This design comes from an exercise in tuning for small area and a short achievable clock period on the open sky130 flow, not from production work. At most, simulation tests tie the RTL to the original design; equivalence was not proved. No functional check of the RTL was part of runs 2 and 3.

## flow/design.v (module list and top-level ports; edited modules follow where they fit)
// module kb_booth_enc: 16 lines
// module kb_scaler: 504 lines
// module attack_arbiter: 144 lines
module attack_arbiter #(
  parameter int unsigned        STUN_W      = 24,
  parameter logic [STUN_W-1:0]  STUN_CYCLES = 24'd20,
  parameter int unsigned        DMG_W       = 10,
  parameter int unsigned        DMG_MAX     = 999
) (
  input  logic             clock,
  input  logic             reset,
  input  logic [31:0]      p1_attack,
  input  logic [31:0]      p1_knockback,
  input  logic [31:0]      p2_attack,
  input  logic [31:0]      p2_knockback,
  output logic [DMG_W-1:0] p1_damage,
  output logic [DMG_W-1:0] p2_damage,
  output logic [31:0]      p1_kb_out,
  output logic             p1_kb_valid,
  output logic [31:0]      p2_kb_out,
  output logic             p2_kb_valid,
  output logic             p1_stunned,
  output logic             p2_stunned,
  output logic             clash
);
  // ...
==> flow/run.sh <==
#!/bin/bash
# synth_recipe.tcl (not shown) runs the flow's synth.tcl, then flattens the netlist and writes it again
# the make line also repeats each setting of config.mk as NAME=value (left out here)
make -C /OpenROAD-flow-scripts/flow DESIGN_CONFIG=/design/flow/config.mk WORK_HOME=/design/flow/orfs CLKGATE_MAP_FILE= SYNTH_SCRIPT=/design/flow/synth_recipe.tcl finish
==> flow/config.mk <==
export PLATFORM = sky130hd
export DESIGN_NAME = attack_arbiter
export DESIGN_NICKNAME = attack_arbiter
export VERILOG_FILES = /design/flow/design.v
export SDC_FILE = /design/flow/constraint.sdc
export NUM_CORES = 4
export LEC_CHECK = 0
export CAP_MARGIN = 20
export CORE_MARGIN = 2
export CORE_UTILIZATION = 40
export SETUP_SLACK_MARGIN = 5
export SLEW_MARGIN = 20
==> flow/constraint.sdc <==
create_clock -name core_clock -period 12.0 [get_ports {clock}]
set_input_delay 2.4000 -clock core_clock [delete_from_list [all_inputs] [get_ports {clock}]]
set_output_delay 2.4000 -clock core_clock [all_outputs]
set_load 0.01 [all_outputs]
==> results.cfg, run 1 <==
[worst_hold_path]
hold_end = p2Damage[9]

[synth]
yosysMostFrequentCell = inv_1
synth_top_family_by_area = compound AO/OA/AOI/OAI gates
synth.top_cell.area_share = 0.148

[worst_setup_path]
crit_family = simple AND/OR/NAND/NOR gates
cp.required_ps = 12340
cp.depth = 18
r2r_slack_ps = 5350
r2r-end = p2KbOut[4]

[timing]
setup_ws_ps = 5340
fin_crit_sh = 0.555

[cells_and_area]
nFlopsAndLatches = 160
multi_input_area_share = 0.603
reg.largest.list = atkKb: 32 flops, p1KbOut: 32 flops, p2KbOut: 32 flops
sh_seq_area = 0.179
bufAreaShareNonClock = 0.101

[placement]
place.gp.congestion = 0.923

[global_route]
met1_usage = 0.303
grt_usage = 0.239
grt_pass1_vias = 15900

[outcome]
status = no timing/DRC/antenna violations

[routing]
drtPass1Iterations = 6
num_vias = 15500
post-route-drc-count = 0
antenna_left = 0

[clocking]
tritoncts = yes
cts_max_path_buffers = 2
==> module attack_arbiter, before the edit <==
module attack_arbiter #(
  parameter int unsigned        STUN_W      = 24,
  parameter logic [STUN_W-1:0]  STUN_CYCLES = 24'd20,
  parameter int unsigned        DMG_W       = 10,
  parameter int unsigned        DMG_MAX     = 999
) (
  input  logic             clock,
  input  logic             reset,
  input  logic [31:0]      p1_attack,
  input  logic [31:0]      p1_knockback,
  input  logic [31:0]      p2_attack,
  input  logic [31:0]      p2_knockback,
  output logic [DMG_W-1:0] p1_damage,
  output logic [DMG_W-1:0] p2_damage,
  output logic [31:0]      p1_kb_out,
  output logic             p1_kb_valid,
  output logic [31:0]      p2_kb_out,
  output logic             p2_kb_valid,
  output logic             p1_stunned,
  output logic             p2_stunned,
  output logic             clash
);
  localparam int unsigned SW = 5;
  logic              p1Block, p2Block;        
  logic              p1Pending, p2Pending;
  logic [1:0]        p1Code, p2Code;
  logic              vicIsP1;
  logic [31:0]       atkKb;
  logic [DMG_W-1:0]  opDamage;
  logic [5:0]        opOne, opTwo;
  logic [4:0]        opNeg;
  logic [SW-1:0]     stunCount;
  logic              stunIsP2;
  logic [DMG_W-1:0]  p1Damage, p2Damage;
  logic [31:0]       p1KbOut, p2KbOut;
  logic              p1KbValid, p2KbValid, clashReg;
  logic              eval;                    
  logic              p1HitEv, p2HitEv, p1Stun, p2Stun;
  logic              p1Cand, p2Cand, p1Victim, p2Victim, clashNow;
  logic              p1PendNext, p2PendNext, vicIsP1Next;
  logic [1:0]        p1CodeNext, p2CodeNext;
  logic [DMG_W-1:0]  dmgNext;
  logic [20:0]       p1VicOps, p2VicOps;      
  logic [DMG_W:0]    factorNext;
  logic [5:0]        oneNext, twoNext;
  logic [4:0]        negNext;
  logic [31:0]       kbScaled;
  assign p1Stun = (stunCount != '0) & ~stunIsP2;
  assign p2Stun = (stunCount != '0) & stunIsP2;
  assign p1HitEv = p1_attack[attack_pkg::HIT] & p1_attack[attack_pkg::ACTIVE] & ~p1Block & ~p1Stun
                   & attack_pkg::hitValid(p1_attack[attack_pkg::SPEC_N:attack_pkg::SMASH_U]);
  assign p2HitEv = p2_attack[attack_pkg::HIT] & p2_attack[attack_pkg::ACTIVE] & ~p2Block & ~p2Stun
                   & attack_pkg::hitValid(p2_attack[attack_pkg::SPEC_N:attack_pkg::SMASH_U]);
  always_comb begin
    p1Cand   = p1Pending & ~p1Stun & ~p2Stun;
    p2Cand   = p2Pending & ~p1Stun & ~p2Stun;
    p1Victim = eval & p2Cand & (~p1Cand
               | (attack_pkg::hitTier(p2Code) > attack_pkg::hitTier(p1Code)));
    p2Victim = eval & p1Cand & (~p2Cand
               | (attack_pkg::hitTier(p1Code) > attack_pkg::hitTier(p2Code)));
    clashNow = eval & p1Cand & p2Cand
               & (attack_pkg::hitTier(p1Code) == attack_pkg::hitTier(p2Code));
  end
  always_comb begin
    p1PendNext  = reset & (p1HitEv | (p1Pending & ~eval));
    p2PendNext  = reset & (p2HitEv | (p2Pending & ~eval));
    p1CodeNext  = p1HitEv ? attack_pkg::hitCode(p1_attack[attack_pkg::SPEC_N:attack_pkg::SMASH_U]) : p1Code;
    p2CodeNext  = p2HitEv ? attack_pkg::hitCode(p2_attack[attack_pkg::SPEC_N:attack_pkg::SMASH_U]) : p2Code;
    vicIsP1Next = (p1HitEv | p2HitEv)
                  ? p2PendNext & (~p1PendNext
                    | (attack_pkg::hitTier(p2CodeNext) > attack_pkg::hitTier(p1CodeNext)))
                  : vicIsP1;
    p1VicOps    = attack_pkg::hitOperands(p1Damage, p2CodeNext);
    p2VicOps    = attack_pkg::hitOperands(p2Damage, p1CodeNext);
    {factorNext, dmgNext} = vicIsP1Next ? p1VicOps : p2VicOps;
  end
  kb_booth_enc uEnc (.m(factorNext), .bo(oneNext), .bt(twoNext), .bn(negNext));
  kb_scaler uKb (.base(atkKb), .bo(opOne), .bt(opTwo), .bn(opNeg), .scaled(kbScaled));
  always_ff @(posedge clock) begin
    if (!reset) begin
      p1Block <= p1_attack[attack_pkg::ACTIVE];
      p2Block <= p2_attack[attack_pkg::ACTIVE];
    end else begin
      if (p1HitEv) p1Block <= 1'b1;
      else if (!p1_attack[attack_pkg::ACTIVE]) p1Block <= 1'b0;
      if (p2HitEv) p2Block <= 1'b1;
      else if (!p2_attack[attack_pkg::ACTIVE]) p2Block <= 1'b0;
    end
  end
  always_ff @(posedge clock) begin
    p1Pending <= p1PendNext;
    p2Pending <= p2PendNext;
    p1Code    <= p1CodeNext;
    p2Code    <= p2CodeNext;
    vicIsP1   <= vicIsP1Next;
    if (vicIsP1Next ? p2HitEv : p1HitEv) atkKb <= vicIsP1Next ? p2_knockback : p1_knockback;
    opDamage  <= dmgNext;
    opOne     <= oneNext;
    opTwo     <= twoNext;
    opNeg     <= negNext;
  end
  always_ff @(posedge clock) begin
    if (!reset) begin
      eval        <= 1'b0;
      p1Damage    <= '0;
      p2Damage    <= '0;
      p1KbOut     <= '0;
      p2KbOut     <= '0;
      p1KbValid   <= 1'b0;
      p2KbValid   <= 1'b0;
      stunCount   <= '0;
      stunIsP2    <= 1'b0;
      clashReg    <= 1'b0;
    end else begin
      eval      <= ~eval & ~p1KbValid & ~p2KbValid & (p1Pending | p2Pending);
      p1KbValid <= p1Victim;
      p2KbValid <= p2Victim;
      clashReg  <= clashNow;
      if (p1Victim) begin
        p1Damage <= opDamage;
        p1KbOut  <= kbScaled;
      end
      if (p2Victim) begin
        p2Damage <= opDamage;
        p2KbOut  <= kbScaled;
      end
      if (p1Victim | p2Victim) begin
        stunCount <= SW'(STUN_CYCLES);
        stunIsP2  <= p2Victim;
      end else if (stunCount != '0) begin
        stunCount <= stunCount - SW'(1);
      end
    end
  end
  assign p1_damage   = p1Damage;
  assign p2_damage   = p2Damage;
  assign p1_kb_out   = p1KbOut;
  assign p2_kb_out   = p2KbOut;
  assign p1_kb_valid = p1KbValid;
  assign p2_kb_valid = p2KbValid;
  assign p1_stunned  = p1Stun;
  assign p2_stunned  = p2Stun;
  assign clash       = clashReg;
endmodule
==> inputs of run 2 (changes only) <==
--- a/flow/design.v
+++ b/flow/design.v
@@ -53,16 +53,21 @@
     mHi1  = {1'b0, hiInc[5:3]} + 4'd1;
     sat   = lo[4] ? (sat1 | (sat1h & lo[3])) : (sat0 | (sat0h & lo[3]));
     up    = lo[4] ? hiInc : hi;
     mHi   = lo[4] ? mHi1 : mHi0;
     dNew  = sat ? 10'd999 : {up, lo[3:0]};
     m     = sat ? 11'd1127 : {mHi, up[2:0], lo[3:0]};
     hitOperands = {m, dNew};
   endfunction
+  function automatic logic [15:0] kbClamp(input logic [17:0] r);
+    if (r[17])      kbClamp = 16'h7FFF;
+    else if (r[16]) kbClamp = 16'h8001;
+    else            kbClamp = r[15:0];
+  endfunction
 endpackage
 module kb_booth_enc (
   input  logic [10:0] m,
   output logic [5:0]  bo,
   output logic [5:0]  bt,
   output logic [4:0]  bn
 );
   logic [12:0] mx;
@@ -75,17 +80,17 @@
     assign bn[i] = mx[2*i+2] & ~(mx[2*i+1] & mx[2*i]);
   end
 endmodule
 module kb_scaler (
   input  logic [31:0] base,
   input  logic [5:0]  bo,
   input  logic [5:0]  bt,
   input  logic [4:0]  bn,
-  output logic [31:0] scaled
+  output logic [35:0] scaled
 );
   logic [15:0] k0, k1;
   assign k0 = base[15:0];
   assign k1 = base[31:16];
   logic s0_1, c0_2;
   assign s0_1 = ~(((bo[0] | bt[0]) & k0[15]) ^ bn[0]) ^ (((bo[1] & k0[15]) | (bt[1] & k0[14])) ^ bn[1]);
   assign c0_2 = ~(((bo[0] | bt[0]) & k0[15]) ^ bn[0]) & (((bo[1] & k0[15]) | (bt[1] & k0[14])) ^ bn[1]);
   logic s0_3, c0_4;
@@ -315,27 +320,32 @@
   assign c0_152 = (c0_104 & s0_105) | (1'b1 & (c0_104 ^ s0_105));
   logic s0_153, c0_154;
   assign s0_153 = c0_106 ^ ~(((bo[4] | bt[4]) & k0[15]) ^ bn[4]) ^ (((bo[5] & k0[15]) | (bt[5] & k0[14])));
   assign c0_154 = (c0_106 & ~(((bo[4] | bt[4]) & k0[15]) ^ bn[4])) | ((((bo[5] & k0[15]) | (bt[5] & k0[14]))) & (c0_106 ^ ~(((bo[4] | bt[4]) & k0[15]) ^ bn[4])));
   logic s0_155, c0_156;
   assign s0_155 = (((bo[5] | bt[5]) & k0[15])) ^ 1'b1;
   assign c0_156 = (((bo[5] | bt[5]) & k0[15])) & 1'b1;
   logic [26:0] ra0, rb0, p0;
+  logic [7:0] lo0;
+  logic [26:7] zb0;
   logic [19:0] q0;
-  logic [15:0] y0;
+  logic zero0, over0, under0;
   assign ra0 = {c0_154, c0_152, c0_150, c0_148, c0_146, c0_144, c0_142, c0_140, c0_138, c0_136, c0_134, c0_132, c0_130, c0_128, c0_126, c0_124, c0_122, c0_120, c0_118, c0_116, c0_114, c0_112, c0_110, c0_108, s0_107, (((bo[0] & k0[1]) | (bt[0] & k0[0])) ^ bn[0]), ((bo[0] & k0[0]) ^ bn[0])};
   assign rb0 = {s0_155, s0_153, s0_151, s0_149, s0_147, s0_145, s0_143, s0_141, s0_139, s0_137, s0_135, s0_133, s0_131, s0_129, s0_127, s0_125, s0_123, s0_121, s0_119, s0_117, s0_115, s0_113, s0_111, s0_109, bn[1], 1'b0, bn[0]};
   assign p0 = ra0 + rb0;
   assign q0 = p0[26:7];
-  always_comb begin
-    if (!q0[19] && (q0[18:15] != '0)) y0 = 16'h7FFF;
-    else if (q0[19] && ((q0[18:15] != '1) || (q0[14:0] == '0))) y0 = 16'h8001;
-    else y0 = q0[15:0];
+  assign lo0 = {1'b0, ra0[6:0]} + {1'b0, rb0[6:0]};
+  assign zb0[7] = (ra0[7] ^ rb0[7]) == lo0[7];
+  for (genvar i = 8; i < 27; i++) begin : gZero0
+    assign zb0[i] = (ra0[i] ^ rb0[i]) == (ra0[i-1] | rb0[i-1]);
   end
+  assign zero0 = &zb0[21:7];
+  assign over0  = ~q0[19] & (q0[18:15] != '0);
+  assign under0 = q0[19] & ((q0[18:15] != '1) | zero0);
   logic s1_157, c1_158;
   assign s1_157 = ~(((bo[0] | bt[0]) & k1[15]) ^ bn[0]) ^ (((bo[1] & k1[15]) | (bt[1] & k1[14])) ^ bn[1]);
   assign c1_158 = ~(((bo[0] | bt[0]) & k1[15]) ^ bn[0]) & (((bo[1] & k1[15]) | (bt[1] & k1[14])) ^ bn[1]);
   logic s1_159, c1_160;
   assign s1_159 = (((bo[1] | bt[1]) & k1[15]) ^ bn[1]) ^ (((bo[2] & k1[14]) | (bt[2] & k1[13])) ^ bn[2]);
   assign c1_160 = (((bo[1] | bt[1]) & k1[15]) ^ bn[1]) & (((bo[2] & k1[14]) | (bt[2] & k1[13])) ^ bn[2]);
   logic s1_161, c1_162;
   assign s1_161 = (((bo[0] & k1[6]) | (bt[0] & k1[5])) ^ bn[0]) ^ (((bo[1] & k1[4]) | (bt[1] & k1[3])) ^ bn[1]);
@@ -561,28 +571,33 @@
   assign c1_308 = (c1_260 & s1_261) | (1'b1 & (c1_260 ^ s1_261));
   logic s1_309, c1_310;
   assign s1_309 = c1_262 ^ ~(((bo[4] | bt[4]) & k1[15]) ^ bn[4]) ^ (((bo[5] & k1[15]) | (bt[5] & k1[14])));
   assign c1_310 = (c1_262 & ~(((bo[4] | bt[4]) & k1[15]) ^ bn[4])) | ((((bo[5] & k1[15]) | (bt[5] & k1[14]))) & (c1_262 ^ ~(((bo[4] | bt[4]) & k1[15]) ^ bn[4])));
   logic s1_311, c1_312;
   assign s1_311 = (((bo[5] | bt[5]) & k1[15])) ^ 1'b1;
   assign c1_312 = (((bo[5] | bt[5]) & k1[15])) & 1'b1;
   logic [26:0] ra1, rb1, p1;
+  logic [7:0] lo1;
+  logic [26:7] zb1;
   logic [19:0] q1;
-  logic [15:0] y1;
+  logic zero1, over1, under1;
   assign ra1 = {c1_310, c1_308, c1_306, c1_304, c1_302, c1_300, c1_298, c1_296, c1_294, c1_292, c1_290, c1_288, c1_286, c1_284, c1_282, c1_280, c1_278, c1_276, c1_274, c1_272, c1_270, c1_268, c1_266, c1_264, s1_263, (((bo[0] & k1[1]) | (bt[0] & k1[0])) ^ bn[0]), ((bo[0] & k1[0]) ^ bn[0])};
   assign rb1 = {s1_311, s1_309, s1_307, s1_305, s1_303, s1_301, s1_299, s1_297, s1_295, s1_293, s1_291, s1_289, s1_287, s1_285, s1_283, s1_281, s1_279, s1_277, s1_275, s1_273, s1_271, s1_269, s1_267, s1_265, bn[1], 1'b0, bn[0]};
   assign p1 = ra1 + rb1;
   assign q1 = p1[26:7];
-  always_comb begin
-    if (!q1[19] && (q1[18:15] != '0)) y1 = 16'h7FFF;
-    else if (q1[19] && ((q1[18:15] != '1) || (q1[14:0] == '0))) y1 = 16'h8001;
-    else y1 = q1[15:0];
+  assign lo1 = {1'b0, ra1[6:0]} + {1'b0, rb1[6:0]};
+  assign zb1[7] = (ra1[7] ^ rb1[7]) == lo1[7];
+  for (genvar i = 8; i < 27; i++) begin : gZero1
+    assign zb1[i] = (ra1[i] ^ rb1[i]) == (ra1[i-1] | rb1[i-1]);
   end
-  assign scaled = {y1, y0};
+  assign zero1 = &zb1[21:7];
+  assign over1  = ~q1[19] & (q1[18:15] != '0);
+  assign under1 = q1[19] & ((q1[18:15] != '1) | zero1);
+  assign scaled = {over1, under1, q1[15:0], over0, under0, q0[15:0]};
 endmodule
 module attack_arbiter #(
   parameter int unsigned        STUN_W      = 24,
   parameter logic [STUN_W-1:0]  STUN_CYCLES = 24'd20,
   parameter int unsigned        DMG_W       = 10,
   parameter int unsigned        DMG_MAX     = 999
 ) (
   input  logic             clock,
@@ -608,29 +623,29 @@
   logic              vicIsP1;
   logic [31:0]       atkKb;
   logic [DMG_W-1:0]  opDamage;
   logic [5:0]        opOne, opTwo;
   logic [4:0]        opNeg;
   logic [SW-1:0]     stunCount;
   logic              stunIsP2;
   logic [DMG_W-1:0]  p1Damage, p2Damage;
-  logic [31:0]       p1KbOut, p2KbOut;
+  logic [35:0]       p1KbOut, p2KbOut;
   logic              p1KbValid, p2KbValid, clashReg;
   logic              eval;                    
   logic              p1HitEv, p2HitEv, p1Stun, p2Stun;
   logic              p1Cand, p2Cand, p1Victim, p2Victim, clashNow;
   logic              p1PendNext, p2PendNext, vicIsP1Next;
   logic [1:0]        p1CodeNext, p2CodeNext;
   logic [DMG_W-1:0]  dmgNext;
   logic [20:0]       p1VicOps, p2VicOps;      
   logic [DMG_W:0]    factorNext;
   logic [5:0]        oneNext, twoNext;
   logic [4:0]        negNext;
-  logic [31:0]       kbScaled;
+  logic [35:0]       kbScaled;
   assign p1Stun = (stunCount != '0) & ~stunIsP2;
   assign p2Stun = (stunCount != '0) & stunIsP2;
   assign p1HitEv = p1_attack[attack_pkg::HIT] & p1_attack[attack_pkg::ACTIVE] & ~p1Block & ~p1Stun
                    & attack_pkg::hitValid(p1_attack[attack_pkg::SPEC_N:attack_pkg::SMASH_U]);
   assign p2HitEv = p2_attack[attack_pkg::HIT] & p2_attack[attack_pkg::ACTIVE] & ~p2Block & ~p2Stun
                    & attack_pkg::hitValid(p2_attack[attack_pkg::SPEC_N:attack_pkg::SMASH_U]);
   always_comb begin
     p1Cand   = p1Pending & ~p1Stun & ~p2Stun;
@@ -710,16 +725,16 @@
         stunIsP2  <= p2Victim;
       end else if (stunCount != '0) begin
         stunCount <= stunCount - SW'(1);
       end
     end
   end
   assign p1_damage   = p1Damage;
   assign p2_damage   = p2Damage;
-  assign p1_kb_out   = p1KbOut;
-  assign p2_kb_out   = p2KbOut;
+  assign p1_kb_out   = {attack_pkg::kbClamp(p1KbOut[35:18]), attack_pkg::kbClamp(p1KbOut[17:0])};
+  assign p2_kb_out   = {attack_pkg::kbClamp(p2KbOut[35:18]), attack_pkg::kbClamp(p2KbOut[17:0])};
   assign p1_kb_valid = p1KbValid;
   assign p2_kb_valid = p2KbValid;
   assign p1_stunned  = p1Stun;
   assign p2_stunned  = p2Stun;
   assign clash       = clashReg;
 endmodule
==> flow/flow/run.sh (new file) <==
#!/bin/bash
set -euo pipefail
MARGIN=$(cat flow/margin.txt)
bash standard.sh synth > synth.log 2>&1
bash standard.sh SETUP_SLACK_MARGIN="$MARGIN" finish > layout.log 2>&1
==> flow/flow/margin.txt (new file) <==
6
==> flow/standard.sh (new file) <==
#!/bin/bash
# synth_recipe.tcl (not shown) runs the flow's synth.tcl, then flattens the netlist and writes it again
# the make line also repeats each setting of config.mk as NAME=value (left out here)
make -C /OpenROAD-flow-scripts/flow DESIGN_CONFIG=/design/flow/config.mk WORK_HOME=/design/flow/orfs CLKGATE_MAP_FILE= SYNTH_SCRIPT=/design/flow/synth_recipe.tcl "${@:-finish}"
==> flow/config.mk (replaced) <==
export PLATFORM = sky130hd
export DESIGN_NAME = attack_arbiter
export DESIGN_NICKNAME = attack_arbiter
export VERILOG_FILES = /design/flow/design.v
export SDC_FILE = /design/flow/constraint.sdc
export NUM_CORES = 4
export LEC_CHECK = 0
export CAP_MARGIN = 20
export CORE_MARGIN = 2
export CORE_UTILIZATION = 40
export SLEW_MARGIN = 20
removed: flow/run.sh
==> results.cfg, run 2 <==
[synth]
synth_top_area_cell = dfxtp_1
synth.top_cell.area_share = 0.152
synthDistinctLibCells = 82
synth_edf_count = 34
synthTopCellsByCount = nand2_1 (256), inv_1 (251), xnor2_1 (193), a22oi_1 (163), ha_1 (146)
synth_ff_type = dfxtp_1
syn_inst = 2116
yosysMostFrequentCell = nand2_1
synth_area_per_cell_um2 = 8.36
synth_seq_cells = 168
yosys_warnings = 1
synthTopCellsByArea = dfxtp_1 (15%), fa_1 (13%), ha_1 (10%), xnor2_1 (9.6%), a22oi_1 (6.9%)
syn-cell-area_um2 = 17700
seq_area_frac_synth = 0.209
synthArstFlopShare = 0
syn-num-nets = 2504

[timing]
fin_crit_sh = 0.498
setup_ws_ps = 6020
hold_viol_final = 0
fin_setup_tns_ps = 0
period_needed_ps = 5980
fin_worst_skew_ps = 17.9
maxSlewHeadroom = 0.396
max_freq_mhz = 167
maxSlewViolCount = 0
worst-slew-pin-transition_ps = 905
rsz0062_at_grt = true
finalSetupViolations = 0

[routing]
finalWirelength_mm = 49.5
num_vias = 14900
drtPass1Iterations = 5
wire_per_inst_um = 17.6
viasPerCell = 5.30
first_iter_violations = 997
antenna_left = 0
post-route-drc-count = 0

[worst_setup_path]
criticalPathCategory = in2reg
start_kind = primary input
cp.required_ps = 12340
max_stage_delay_ps = 540
critPathMaxFanout = 5
crit_family = simple AND/OR/NAND/NOR gates
cp_data_arrival_time_ps = 6320
cp_slowest_cell = or4_4
cp-end-kind = register
critPathBufInv = 3
crit_chain = clkbuf_2, or4_4, or4_4, a21oi_4, or2_4, nand2_4, buf_6, ha_4, or3_1, and3_1, mux2_4, a311oi_2, a311o_1, nand2_4, o22ai_4, buf_6, nand2b_4, mux2i_1

[clocking]
clkSinkCount = 168
cts_buffers = 17
root_buffer = clkbuf_16
insertion_delay_ps = 480
cts_max_path_buffers = 2
cts_max_level = 4
clk_pin_slew_ps = 60
tritoncts = yes

[floorplan]
core_um2 = 43900
dieArea_um2 = 45900
ioPinCount = 219
start_util = 0.403
die_x_um = 214
num_rows = 77
die_h_um = 214

[cells_and_area]
antenna_cells = 0
area_growth_pct = 19.0
reg.largest.list = p1KbOut: 36 flops, p2KbOut: 36 flops, atkKb: 32 flops
instances_no_fill = 2811
fillers = 4301
drive_above_1_share = 0.0789
nets = 2594
utilization = 0.479
final_cell_mix = nand2_1 (254), inv_1 (250), xnor2_1 (192)
layout_commonest_cell = nand2_1
final_area_um2 = 21100

[run]
maxCapViolations = 0

[global_route]
grt_max_degree = 105
grt_first_pass_wirelength_mm = 79.8
grt_usage = 0.215
overflow = 0
antenna_found_initial = 1
grt_pass1_vias = 15000

[placement]
place.gp.congestion = 0.879
post-place-cells = 2755
pre_cts_ws_ps = 4550
io_buffers = 178
placed_area_um2 = 19900
dp_hpwl_mm = 35.3

[outcome]
status = no timing/DRC/antenna violations

[worst_hold_path]
hp-class = reg2reg
-- run 2: cell count changes after synthesis, moves of 11 or more --
cell / delta
a211oi_1: -11
a21boi_0: +36
a21o_1: +62
a21oi_1: -127
and2_1: +42
clkbuf_1: +11
ha_1: +28
inv_1: -22
nand2_1: +27
nand4_1: -13
nor2_1: -39
o21a_1: -17
o21ai_0: +11
xor2_1: +24
-- run 2: tightest hold or removal path, stage by stage (launching register included) --
cell and delay, ps:
dfxtp_1 310, nand2_1 50, a21boi_0 60
-- run 2: path summary, 6_finish.rpt --
| kind | start | end | slack, ps | depth (start not counted) |
|---|---|---|---|---|
| max reg2reg | opTwo[1] | p2KbOut[35] | 6430 | 20 |
| max | p1_attack[2] | opTwo[3] | 6020 | 18 |
| min | opDamage[5] | p1Damage[5] | 470 | 2 |
| min reg2reg | opDamage[5] | p1Damage[5] | 470 | 2 |
-- run 2: logic make-up after synthesis --
logic type                 synth area share
AOI/OAI and AO/OA                     0.209
and+or+nand+nor                       0.129
buffers and inverters                0.0889
adders and majority gates             0.230
xor gates and xnor gates              0.125
DFF                                   0.209
muxes                               0.00870
-- run 2: per-stage QoR --
stage | hold slack [ps]
2_1_floorplan | 441
3_3_place_gp | 453
3_5_place_dp | 462
4_1_cts | 472
5_1_grt | 482
6_report | 467
-- run 2: layer usage --
| layer | global-route usage | up-vias | share of wire |
|---|---|---|---|
| met4 | 0.0574 | 0 | 0.012 |
| met3 | 0.0340 | 34 | 0.062 |
| li1 | - | 7257 | - |
| met1 | 0.304 | 7164 | 0.48 |
| met5 | 0 | - | 0 |
| met2 | 0.341 | 450 | 0.44 |
-- run 2: layout make-up --
class                           count  area, µm²  area share
Clock inverter                     13        188     0.00891
Sequential cell                   168       3710       0.176
Timing Repair Buffer              226       2190       0.104
Clock buffer                       19        453      0.0215
Tap cell                          592        741      0.0352
Inverter                          256        970      0.0461
Multi-Input combinational cell   1537      12800       0.608
-- run 2: repair_timing --
| action | in CTS | in global routing |
|---|---|---|
| hold buffers | 0 | 0 |
| resized for setup | 52 | 29 |
| buffers inserted | 15 | 6 |
| cloned | 2 | 1 |
| endpoints found under the setup margin | 32 | 30 |
| pin swaps | 24 | 16 |
| endpoints found under the hold margin | 0 | 0 |
==> inputs of run 3 (changes only) <==
==> flow/flow/margin.txt (replaced) <==
6.5
--- a/flow/config.mk
+++ b/flow/config.mk
@@ -7,2 +7,3 @@
 export LEC_CHECK = 0
+export ABC_AREA = 1
 export CAP_MARGIN = 20
==> results.cfg, run 3 <==
[cells_and_area]
layout_commonest_cell = inv_1
ff_latch_area_um2 = 3720
antenna_cells = 0
multi_input_area_um2 = 12700
nets = 3129
fillers = 4697
reg.largest.list = p1KbOut: 36 flops, p2KbOut: 36 flops, atkKb: 32 flops
area_growth_pct = 18.6
final_cell_mix = inv_1 (514), nand2_1 (412), xor2_1 (184)
drive_above_1_share = 0.0773

[worst_setup_path]
r2r-start = opOne[2]
r2r-end = p2KbOut[35]
start_kind = primary input
cp_data_arrival_time_ps = 5690
r2r_cells = 24
criticalPathCategory = in2reg
critPathMaxFanout = 7
cp.required_ps = 12360
r2r_slack_ps = 6760
cp-end-kind = register

[timing]
period_needed_ps = 5320
fin_setup_tns_ps = 0
rsz0062_at_grt = true
setup_ws_ps = 6680
fin_crit_sh = 0.444
maxSlewViolCount = 0
maxSlewHeadroom = 0.486
hold_viol_final = 0
worst-slew-pin-transition_ps = 769
finalSetupViolations = 0
max_freq_mhz = 188
fin_worst_skew_ps = 14.8

[routing]
post-route-drc-count = 0
num_vias = 17400
finalWirelength_mm = 55.3
met1_length_mm = 26.7
route.met3.wl_mm = 4.13
first_iter_violations = 1263
drtPass1Iterations = 7
wire_per_inst_um = 16.4
wl_met2_mm = 23.5
antenna_left = 0
highest_layer = met4
viasPerCell = 5.16

[clocking]
cts_buffers = 17
insertion_delay_ps = 470
hold_buffers = 0
tritoncts = yes
cts_max_level = 4
clkSinkCount = 168
clk_pin_slew_ps = 70
cts_max_path_buffers = 2
root_buffer = clkbuf_16

[floorplan]
num_rows = 79
dieArea_um2 = 48600
core_um2 = 46500
ioPinCount = 219
die_x_um = 221
start_util = 0.404
die_h_um = 221

[synth]
synthTopCellsByCount = inv_1 (525), nand2_1 (423), xor2_1 (191), o22ai_1 (182), o21ai_0 (155)
yosysMostFrequentCell = inv_1
syn-num-nets = 3014
yosys_warnings = 1
syn-cell-area_um2 = 18800
synth_ff_type = dfxtp_1
synth_seq_cells = 168
synth_edf_count = 34
synthArstFlopShare = 0
synth_top_area_cell = dfxtp_1
synth-xor-area-share = 0.0999
synth_compound_area_frac = 0.173
syn_inst = 2626
seq_area_frac_synth = 0.197
synth_area_per_cell_um2 = 7.14
synth.top_cell.area_share = 0.143
synthDistinctLibCells = 53
synth_fa_ha_area_frac = 0.217
synth_mux_area_frac = 0
synth_top_family_by_area = adder cells
synthTopCellsByArea = dfxtp_1 (14%), fa_1 (12%), inv_1 (11%), ha_1 (9.7%), xor2_1 (8.9%)
yosys.area_share.simple = 0.175

[placement]
io_buffers = 178
pre_cts_ws_ps = 5660
dp_hpwl_mm = 42.2
place.gp.congestion = 0.917

[worst_hold_path]
hp-class = reg2reg
hold_end = eval
min-delay-start = p2KbValid
hold_depth = 1

[global_route]
grt_first_pass_wirelength_mm = 86.7
grt_pass1_vias = 16200
grt_usage = 0.226
antenna_found_initial = 0
overflow = 0
grt_max_degree = 64

[outcome]
status = no timing/DRC/antenna violations

[run]
maxCapViolations = 0
## run 3: cell count changes after synthesis, sizes merged, moves of 49 or more
cell,change
a21o,-70
a21oi,+93
a22oi,-161
and2,-49
inv,+279
nand2,+187
nand3,+86
nor2,+80
o21ai,+76
o22ai,+176
xnor2,-171
xor2,+133
## run 3: through the flow
stage / utilization / instances / area [µm²] / hold slack [ps]
final: 0.479 / 3361 / 22200 / 437
after CTS: 0.467 / 3334 / 21700 / 444
after global placement: 0.450 / 3296 / 20900 / 435
after detailed placement: 0.450 / 3296 / 20900 / 430
after global routing: 0.479 / 3361 / 22200 / 455
after floorplan: - / 2626 / 18800 / 439
## run 3: how the worst max path moves through the flow
stage	start	cells past startpoint	slack, ps	end
final	p2_attack[8]	26	6680	opOne[5]
after global routing	opOne[0]	25	6480	p1KbOut[34]
after CTS	opOne[2]	24	6490	p2KbOut[34]
after detailed placement	p2_attack[11]	25	5660	opOne[5]
after global placement	p2_attack[11]	25	5740	opOne[5]
after floorplan	p2_attack[2]	25	6700	opOne[5]
## run 3: logic make-up after synthesis
group,Yosys count
AO/OA/AOI/OAI,559
XOR/XNOR,214
adder cells (fa/ha/maj),258
buffers and inverters,673
flip-flops,168
AND/OR/NAND/NOR,754
## run 3: metal layers
metal,track usage,vias to the layer above
met3,0.0473,50
met2,0.338,622
met5,0,-
li1,-,8632
met4,0.0576,0
met1,0.329,8049
## run 3: timing repair
action                                  4_1_cts  5_1_grt
resized for setup                            34       72
pin swaps                                     6       20
gates cloned                                  0        2
setup buffers                                 6       22
endpoints found under the setup margin       50       39
## run 3: layout make-up
class	instances	area share
multi-input combinational	1785	0.573
inverter	537	0.0927
sequential	168	0.167
tap	607	0.0342
timing repair buffer	232	0.104
clock inverter	11	0.00816
clock buffer	21	0.0208
## run 3: critical path, cell delays in order
cell and delay [ps]:
clkdlybuf4s50_1 410, nor2_2 130, nand3b_1 130, nor2_4 160, nor2_4 50, nand2_2 70
nand2_4 90, inv_2 70, nand2_2 80, ha_4 270, inv_1 40, or2_2 280
nand2_1 80, a21oi_2 50, nand2_2 110, nand2_4 100, inv_6 90, nand2_1 90
o21ai_4 90, inv_1 80, ha_1 190, nand3b_1 150, nand2_1 90, nand3_1 80
nand2_2 90, ha_1 220
==> inputs of run 4 (changes only) <==
--- a/flow/design.v
+++ b/flow/design.v
@@ -625,2 +625,3 @@
   logic [DMG_W-1:0]  opDamage;
+  logic [DMG_W:0]    opFactor;
   logic [5:0]        opOne, opTwo;
@@ -640,4 +641,2 @@
   logic [DMG_W:0]    factorNext;
-  logic [5:0]        oneNext, twoNext;
-  logic [4:0]        negNext;
   logic [35:0]       kbScaled;
@@ -672,3 +671,3 @@
   end
-  kb_booth_enc uEnc (.m(factorNext), .bo(oneNext), .bt(twoNext), .bn(negNext));
+  kb_booth_enc uEnc (.m(opFactor), .bo(opOne), .bt(opTwo), .bn(opNeg));
   kb_scaler uKb (.base(atkKb), .bo(opOne), .bt(opTwo), .bn(opNeg), .scaled(kbScaled));
@@ -693,5 +692,3 @@
     opDamage  <= dmgNext;
-    opOne     <= oneNext;
-    opTwo     <= twoNext;
-    opNeg     <= negNext;
+    opFactor  <= factorNext;
   end
==> flow/flow/run.sh (replaced) <==
#!/bin/bash
# Layout flow: the standard synthesis and layout, with
# - the port buffers made as the smallest plain buffer instead of the delay
#   buffer buffer_ports picks by default.
# Each step's output goes to a log file here.
set -euo pipefail
MARGIN=$(cat flow/margin.txt)
bash standard.sh synth > synth.log 2>&1
bash standard.sh SETUP_SLACK_MARGIN="$MARGIN" \
  "BUFFER_PORTS_ARGS=-buffer_cell sky130_fd_sc_hd__buf_1" finish > layout.log 2>&1
==> flow/flow/margin.txt (replaced) <==
7
==> results.cfg, run 4 <==
[worst_setup_path]
cp.required_ps = 12310
criticalPathCategory = reg2reg
crit_family = adder cells
start_kind = register
cp_data_arrival_time_ps = 5230
critPathBufInv = 6
cp_slowest_cell = fa_1
max_stage_delay_ps = 540
critPathMaxFanout = 16
cp-end-kind = register

[routing]
antenna_left = 0
post-route-drc-count = 0
viasPerCell = 5.20
num_vias = 17900
drtPass1Iterations = 6
finalWirelength_mm = 59.1
wire_per_inst_um = 17.2
first_iter_violations = 1625

[floorplan]
start_util = 0.403
die_h_um = 220
ioPinCount = 219
core_um2 = 46300
dieArea_um2 = 48400
die_x_um = 220
num_rows = 79

[synth]
syn-num-nets = 3037
synth_edf_count = 34
yosysMostFrequentCell = inv_1
yosys_warnings = 1
synth.top_cell.area_share = 0.132
synth_ff_type = dfxtp_1
synth_area_per_cell_um2 = 7.04
syn_inst = 2648
synth_top_area_cell = dfxtp_1
seq_area_frac_synth = 0.187
synthDistinctLibCells = 52
synthTopCellsByArea = dfxtp_1 (13%), fa_1 (12%), inv_1 (10%), ha_1 (9.9%), nand2_1 (9.6%)
syn-cell-area_um2 = 18600
synthTopCellsByCount = inv_1 (521), nand2_1 (476), xor2_1 (181), o22ai_1 (177), o21ai_0 (167)
synth_seq_cells = 157
synthArstFlopShare = 0

[global_route]
grt_max_degree = 66
antenna_found_initial = 0
grt_usage = 0.234
overflow = 0
grt_pass1_vias = 16800
grt_first_pass_wirelength_mm = 89.8

[timing]
worst-slew-pin-transition_ps = 950
finalSetupViolations = 0
max_freq_mhz = 203
maxSlewHeadroom = 0.366
fin_worst_skew_ps = 18.5
fin_crit_sh = 0.411
hold_viol_final = 0
fin_setup_tns_ps = 0
fin_hold_ws_ps = 453
maxSlewViolCount = 0
period_needed_ps = 4930
rsz0062_at_grt = true
setup_ws_ps = 7070

[clocking]
insertion_delay_ps = 470
clkSinkCount = 157
cts_max_level = 4
hold_buffers = 0
cts_buffers = 17
cts_max_path_buffers = 2
root_buffer = clkbuf_16
tritoncts = yes
clk_pin_slew_ps = 70

[placement]
dp_hpwl_mm = 42.0
place.gp.congestion = 0.937
pre_cts_ws_ps = 5610
io_buffers = 178

[cells_and_area]
fillers = 4573
antenna_cells = 0
nets = 3212
final_cell_mix = inv_1 (505), nand2_1 (437), buf_1 (177)
reg.largest.list = p1KbOut: 36 flops, p2KbOut: 36 flops, atkKb: 32 flops
area_growth_pct = 21.2
layout_commonest_cell = inv_1
drive_above_1_share = 0.153
multi_input_area_um2 = 13900
ff_latch_area_um2 = 3500
utilization = 0.488

[worst_hold_path]
hp-class = reg2reg

[outcome]
status = no timing/DRC/antenna violations

[run]
maxCapViolations = 0
## run 4: cell count changes in the layout (fill, tap and decap cells not counted), sizes merged, moves of 11 or more
cell,delta
nand2,+55
o21ai,+15
dfxtp,-11
buf,+228
clkdlybuf4s50,-175
o211ai,-11
xnor2,+11
nand3,-14
## run 4: stage by stage
| stage | instance area, µm² | instances |
|---|---|---|
| 3_3_place_gp | 19800 | 3319 |
| 2_1_floorplan | 18700 | 2648 |
| 5_1_grt | 22600 | 3442 |
| 6_report | 22600 | 3442 |
| 4_1_cts | 21100 | 3382 |
| 3_5_place_dp | 19800 | 3320 |
## run 4: worst paths after layout
kind / startpoint / end / slack [ps] / depth (start not counted)
min: p1KbValid / eval / 450 / 1
max reg2reg: opFactor[3] / p1KbOut[35] / 7070 / 25
min reg2reg: p1KbValid / eval / 450 / 1
max: opFactor[3] / p1KbOut[35] / 7070 / 25
## run 4: area by class of cell
cell class | count | area share
Multi-Input combinational cell | 1826 | 0.614
Sequential cell | 157 | 0.155
Inverter | 530 | 0.0902
Timing Repair Buffer | 290 | 0.0835
Tap cell | 607 | 0.0336
Clock buffer | 21 | 0.0204
Clock inverter | 10 | 0.00288
Timing Repair inverter | 1 | 0.000332
## run 4: repair_timing
item                                    in CTS  in global routing
buffers inserted                            27                 52
cloned                                       4                  7
endpoints found under the setup margin      96                119
pin swaps                                   22                121
resized for setup                          124                226
## run 4: cell families after synthesis
family                     after synthesis  synth area share
adders and majority gates              259             0.219
AOI/OAI and AO/OA                      561             0.172
buffers and inverters                  666             0.137
DFF                                    157             0.187
and+or+nand+nor                        790             0.185
xor gates and xnor gates               215             0.101
## run 4: layer usage
| metal | GRT usage | vias up | wire (µm) |
|---|---|---|---|
| met1 | 0.334 | 8356 | 27600 |
| met3 | 0.0326 | 88 | 3600 |
| met4 | 0.0526 | 0 | 1310 |
| met5 | 0 | - | 0 |
| met2 | 0.375 | 675 | 26600 |
| li1 | - | 8788 | - |
==> inputs of run 5 (changes only) <==
==> flow/flow/run.sh (replaced) <==
#!/bin/bash
# Layout flow: the standard synthesis and layout, with
# - the port buffers made as the smallest plain buffer instead of the delay
#   buffer buffer_ports picks by default, and
# - a clock tree of smaller buffers without dummy loads.
# Each step's output goes to a log file here.
set -euo pipefail
MARGIN=$(cat flow/margin.txt)
bash standard.sh synth > synth.log 2>&1
bash standard.sh SETUP_SLACK_MARGIN="$MARGIN" \
  "BUFFER_PORTS_ARGS=-buffer_cell sky130_fd_sc_hd__buf_1" \
  "CTS_ARGS=-sink_clustering_enable -repair_clock_nets -dont_use_dummy_load -buf_list {sky130_fd_sc_hd__clkbuf_4 sky130_fd_sc_hd__clkbuf_8}" \
  finish > layout.log 2>&1
--- a/flow/config.mk
+++ b/flow/config.mk
@@ -10,3 +10,3 @@
 export CORE_MARGIN = 2
-export CORE_UTILIZATION = 40
+export CORE_UTILIZATION = 55
 export SLEW_MARGIN = 20
==> results.cfg, run 5 <==
[cells_and_area]
final_area_um2 = 22000
multi_input_area_um2 = 14000
drive_above_1_share = 0.149
ff_latch_area_um2 = 3500
reg.largest.list = p1KbOut: 36 flops, p2KbOut: 36 flops, atkKb: 32 flops
layout_commonest_cell = inv_1
fillers = 2961
instances_no_fill = 3255
utilization = 0.658
final_cell_mix = inv_1 (503), nand2_1 (435), buf_1 (177)
antenna_cells = 0
nets = 3198
area_growth_pct = 18.1

[worst_setup_path]
cp-end-kind = register
path_common_cell = inv_2
crit_chain = buf_12, ha_4, clkinvlp_4, buf_12, o22ai_4, xor2_1, ha_1, fa_2, fa_1, inv_2, fa_2, inv_2, ha_4, nand2_4, nor2_4, inv_2, nor3_4, nand3_2, nand4_1, nand2_2, nor2_2, nand2_1, nand2_2, a21oi_1
max_stage_delay_ps = 580
cp_data_arrival_time_ps = 5330
cp.required_ps = 12330
cp_slowest_cell = fa_2
start_kind = register
critPathMaxFanout = 8
criticalPathCategory = reg2reg

[global_route]
antenna_found_initial = 1
grt_usage = 0.311
overflow = 0
grt_max_degree = 65
grt_pass1_vias = 16600
grt_first_pass_wirelength_mm = 87.5

[routing]
viasPerCell = 5.47
antenna_left = 0
post-route-drc-count = 0
finalWirelength_mm = 55.9
num_vias = 17800
wire_per_inst_um = 17.2
first_iter_violations = 1398
drtPass1Iterations = 5

[placement]
placed_area_um2 = 19500
place.gp.congestion = 0.916
post-place-cells = 3158
dp_hpwl_mm = 39.1
io_buffers = 178

[synth]
seq_area_frac_synth = 0.187
syn-num-nets = 3037
synth_seq_cells = 157
synthTopCellsByCount = inv_1 (521), nand2_1 (476), xor2_1 (181), o22ai_1 (177), o21ai_0 (167)
synth_top_area_cell = dfxtp_1
synthArstFlopShare = 0
synth_edf_count = 34
yosys_warnings = 1
synth.top_cell.area_share = 0.132
yosysMostFrequentCell = inv_1
syn_inst = 2648
synthTopCellsByArea = dfxtp_1 (13%), fa_1 (12%), inv_1 (10%), ha_1 (9.9%), nand2_1 (9.6%)
synthDistinctLibCells = 52
syn-cell-area_um2 = 18600
synth_area_per_cell_um2 = 7.04
synth_ff_type = dfxtp_1

[timing]
maxSlewHeadroom = 0.339
fin_crit_sh = 0.417
hold_viol_final = 0
worst-slew-pin-transition_ps = 990
finalSetupViolations = 0
fin_worst_skew_ps = 23.6
max_freq_mhz = 200
rsz0062_at_grt = true
period_needed_ps = 5000
maxSlewViolCount = 0
fin_setup_tns_ps = 0

[clocking]
insertion_delay_ps = 500
root_buffer = clkbuf_8
cts_buffers = 17
cts_max_path_buffers = 2
cts_max_level = 4
hold_buffers = 0
clkSinkCount = 157
clk_pin_slew_ps = 80
tritoncts = yes

[floorplan]
dieArea_um2 = 35400
start_util = 0.557
core_um2 = 33400
die_x_um = 188
num_rows = 67
die_h_um = 188
ioPinCount = 219

[outcome]
status = no timing/DRC/antenna violations

[worst_hold_path]
hp-class = reg2reg

[run]
maxCapViolations = 0
[run 5: cell counts after synthesis]
Identical to the previous run, type by type.
[run 5: timing repair]
item | in CTS | in global routing
gates resized for setup | 159 | 216
setup buffers | 32 | 40
pin swaps | 45 | 92
endpoints found under the setup margin | 146 | 136
gates cloned | 8 | 0
[run 5: critical path, delay by kind of cell (launching register included)]
kind                       cells  cell delay, ps
AOI/OAI and AO/OA              2             200
xor gates and xnor gates       1             170
adders and majority gates      6            2380
buffers and inverters          6             620
DFF                            1             360
and+or+nand+nor                9            1080
[run 5: cell families after synthesis]
group	Yosys count	synth area share
and+or+nand+nor	790	0.185
buffers and inverters	666	0.137
AOI/OAI and AO/OA	561	0.172
adders and majority gates	259	0.219
xor gates and xnor gates	215	0.101
DFF	157	0.187
[run 5: layer usage]
| layer | GRT usage | share of wire | wire length, µm |
|---|---|---|---|
| met4 | 0.116 | 0.036 | 2000 |
| met1 | 0.443 | 0.46 | 25600 |
| met2 | 0.477 | 0.43 | 23900 |
| met5 | 0 | 0.00023 | 13 |
| met3 | 0.0451 | 0.078 | 4360 |
[run 5: final timing paths]
check	end	slack [ps]	from	cells past startpoint
worst max-delay path	p1KbOut[35]	7000	opFactor[1]	24
worst min-delay path	eval	450	p1KbValid	1
worst max register to register	p1KbOut[35]	7000	opFactor[1]	24
worst min register to register	eval	450	p1KbValid	1
[run 5: final cells by class]
cell class	count	share of cell area
clock buffers	17	0.0106
inverters	530	0.0927
multi-input cells	1827	0.636
flip-flops and latches	157	0.159
well taps	448	0.0255
repair buffers	275	0.0757
repair inverters	1	0.000341
[run 5: stage by stage]
step,hold slack [ps],setup WS (ps)
after global routing,496,6790
final,450,7000
after floorplan,438,7000
after detailed placement,446,5730
after CTS,458,6980
after global placement,435,5770

-- static timing again, ports no longer ideal --
The results above use ideal ports. As a check the final layouts listed here were re-extracted and re-timed, cells and wires unchanged. Step 1 assumes that a clkbuf_16 drives the clock port and a buf_2 every other input. Step 2 moves the port delays by t, midway between the first and last clock arrival at a register: inputs arrive t later, outputs are due t later. That takes back most of the time a late clock gives input paths. Three values: ideal ports, drivers, drivers and shift; two values: the first two.
| run | shift t [ns] | setup slack, ns | worst register clock-pin slew, ns | worst slew at a driven data input, ns |
|---|---|---|---|---|
| run 1 | 0.504 | 5.335 / 5.355 / 4.852 | 0.08 / 0.08 | 0.05 |
| run 2 | 0.524 | 6.021 / 6.051 / 5.527 | 0.08 / 0.08 | 0.05 |
| run 3 | 0.522 | 6.677 / 6.703 / 6.181 | 0.08 / 0.08 | 0.04 |
| run 4 | 0.514 | 7.071 / 7.071 / 6.692 | 0.08 / 0.08 | 0.05 |
| run 5 | 0.537 | 7.000 / 7.000 / 6.753 | 0.09 / 0.09 | 0.03 |
After both steps setup and hold are still met in every run listed. For run 3, which loses most, drivers alone change the setup slack by +0.026 ns; drivers and shift together by -0.496 ns.
